From an optimization exercise on the open Yosys and OpenROAD flow, aimed at small area, a short achievable clock period and few clock cycles per item; shortcuts taken in it are not production practice. Only simulation tests tie the RTL to the original design; equivalence was not proved. Power is estimated from default activity; no workload was simulated.

## dot_engine_top
module dot_engine_top (
  input wire logic clk,
  input wire logic reset,
  input wire logic w_wr,
  input wire logic [dot_pkg::ADDR_W-1:0] w_addr,
  input wire logic [dot_pkg::WORD_W-1:0] w_data,
  input wire logic start,
  input wire logic [dot_pkg::ADDR_W-1:0] vec_last,
  input wire logic act_valid,
  input wire logic [dot_pkg::WORD_W-1:0] act_data,
  output logic busy,
  output logic done,
  output logic signed [dot_pkg::RES_W-1:0] result
);
For scale: roughly 2200 cells after synthesis, roughly 770 flip-flops, roughly 110 I/O pins.
==> flow/config.mk <==
export PLATFORM = sky130hd
export DESIGN_NAME = dot_engine_top
export DESIGN_NICKNAME = dot_engine_top
export VERILOG_FILES = /design/flow/design.v
export SDC_FILE = /design/flow/constraint.sdc
export NUM_CORES = 4
export LEC_CHECK = 0
export CAP_MARGIN = 20
export CORE_MARGIN = 2
export CORE_UTILIZATION = 50
export SETUP_SLACK_MARGIN = 2.6
export SLEW_MARGIN = 20
==> flow/constraint.sdc <==
create_clock -name core_clock -period 5.0 [get_ports {clk}]
set_input_delay 1.0000 -clock core_clock [delete_from_list [all_inputs] [get_ports {clk}]]
set_output_delay 1.0000 -clock core_clock [all_outputs]
set_load 0.01 [all_outputs]
run.sh (not shown) runs the stock make flow with config.mk's settings and CLKGATE_MAP_FILE= SYNTH_SCRIPT=/design/flow/synth_recipe.tcl, a recipe that flattens the netlist after the stock synthesis.
Testbench counts at the start, summed over its fixed seeds: cycles 14,859, items 1,280.
Then changed:
==> flow/flow/run.sh (new file) <==
#!/bin/bash
# The standard layout (the standard.sh), except that the buffers that
# buffer_ports puts on every input and output port are buf_1 cells; the
# resizer sizes them up where timing needs it.
set -euo pipefail
bash standard.sh "BUFFER_PORTS_ARGS=-buffer_cell sky130_fd_sc_hd__buf_1" finish > flow_standard.log 2>&1
==> flow/standard.sh (new file) <==
#!/bin/bash
# synth_recipe.tcl (not shown) runs the flow's synth.tcl, then flattens the netlist and writes it again
# the make line also repeats each setting of config.mk as NAME=value (left out here)
make -C /OpenROAD-flow-scripts/flow DESIGN_CONFIG=/design/flow/config.mk WORK_HOME=/design/flow/orfs CLKGATE_MAP_FILE= SYNTH_SCRIPT=/design/flow/synth_recipe.tcl "${@:-finish}"
removed: flow/run.sh
=>
- The changed run passed the timing, DRC and antenna checks
- count of clock-buffer cells in the layout went down by 3
- hold slack got worse by 0.018 ns
- final area went down by about 0.9%
- die area does not change
- combinational power went up by about 0.5%
- register-to-register slack improved by 0.02 ns
- non-clock buffer count went up by 22
- clock power went up by about 4%
- wire length went up by about 1.9%


dot_engine_top, a different RTL version from the one above (not shown whole).
Size in the first run: ~2700 cells after synthesis, ~710 flip-flops, about 32000 µm² of cells after synthesis.
==> flow/config.mk <==
export PLATFORM = sky130hd
export DESIGN_NAME = dot_engine_top
export DESIGN_NICKNAME = dot_engine_top
export VERILOG_FILES = /design/flow/design.v
export SDC_FILE = /design/flow/constraint.sdc
export NUM_CORES = 4
export LEC_CHECK = 0
export ABC_AREA = 1
export CAP_MARGIN = 20
export CORE_MARGIN = 2
export CORE_UTILIZATION = 65
export CTS_CLUSTER_DIAMETER = 80
export CTS_CLUSTER_SIZE = 30
export SETUP_SLACK_MARGIN = 2.4
export SLEW_MARGIN = 20
==> flow/constraint.sdc <==
create_clock -name core_clock -period 5.0 [get_ports {clk}]
set_input_delay 1.0000 -clock core_clock [delete_from_list [all_inputs] [get_ports {clk}]]
set_output_delay 1.0000 -clock core_clock [all_outputs]
set_load 0.01 [all_outputs]
standard.sh (not shown) runs the stock make flow with config.mk's settings and CLKGATE_MAP_FILE= SYNTH_SCRIPT=/design/flow/synth_recipe.tcl, a recipe that flattens the netlist after the stock synthesis.
==> flow/flow/run.sh <==
#!/bin/bash
# The standard layout (the standard.sh), except that the buffers that
# buffer_ports puts on every input and output port are buf_1 cells; the
# resizer sizes them up where timing needs it.
set -euo pipefail
bash standard.sh "BUFFER_PORTS_ARGS=-buffer_cell sky130_fd_sc_hd__buf_1" finish > flow_standard.log 2>&1
Testbench counts at the start, summed over its fixed seeds: cycles 14,859, items 1,280.
Next try:
SETUP_SLACK_MARGIN = 2.55   (was 2.4)
The changed run finished with timing, DRC and antenna clean.
Worst hold slack loses 5.2 ps.
Clock-buffer cell count is higher by 4.
Final cell count is higher by 3.3%.
Non-clock buffer count is higher by 99.
Routed wire length is higher by 6.5%.
Sequential share of layout area is lower by 3.9 points.
Via count is higher by 4.6%.
Next try:
SETUP_SLACK_MARGIN = 2.35   (was 2.55)
Wire length is lower by 7.4%; non-clock buffer count is lower by 105; clock skew is lower by 7.2 ps; register-to-register slack gets better by 40 ps; count of clock-buffer cells in the layout stays the same; total power is lower by 6.3%; worst setup slack gets better by 44 ps; global-route usage is lower by 1.6 points.
Next try:
SETUP_SLACK_MARGIN = 2.7   (was 2.35)
What happened:
- The changed run passed the timing, DRC and antenna checks
- flip-flop and latch count stays the same
- design area goes up by 9.5%
- core utilization goes up by 6.8 points
- global-route usage goes up by 2.2 points
- via count goes up by 3.9%
- non-clock buffer count goes up by 117

re-timing with driven ports:
How much do the figures lean on ideal ports? The routed layouts below were timed once more, with nothing changed but the port constraints.
Step 1, drivers: a clkbuf_16 drives clk and a buf_2 each remaining input, both assumed.
Step 2 moves the port delays by t, midway between the first and last clock arrival at a register: inputs arrive t later, outputs are due t later. That takes back most of the time a late clock gives input paths.
a / b / c = no drivers / after step 1 / after step 2; a / b = the first two.
run | t (ns) | setup WS [ns] | worst data-port slew with drivers (ns) | pins driven straight from the clock port
the first run of note 1 | 0.690 | 2.321 / 2.321 / 1.876 | 0.11 | 1
the second run of note 1 | 0.693 | 2.343 / 2.343 / 1.817 | 0.14 | 1
the first run of note 2 | 0.694 | 2.426 / 2.412 / 1.778 | 0.08 | 1
the second run of note 2 | 0.647 | 2.376 / 2.376 / 1.871 | 0.12 | 1
the third run of note 2 | 0.633 | 2.421 / 2.422 / 1.827 | 0.11 | 1
the fourth run of note 2 | 0.648 | 2.395 / 2.395 / 1.817 | 0.09 | 1
After both steps setup and hold are still met in every run listed. The setup slack of the first run of note 2, which loses most, moves by -0.014 ns with the drivers and by -0.648 ns with both steps.
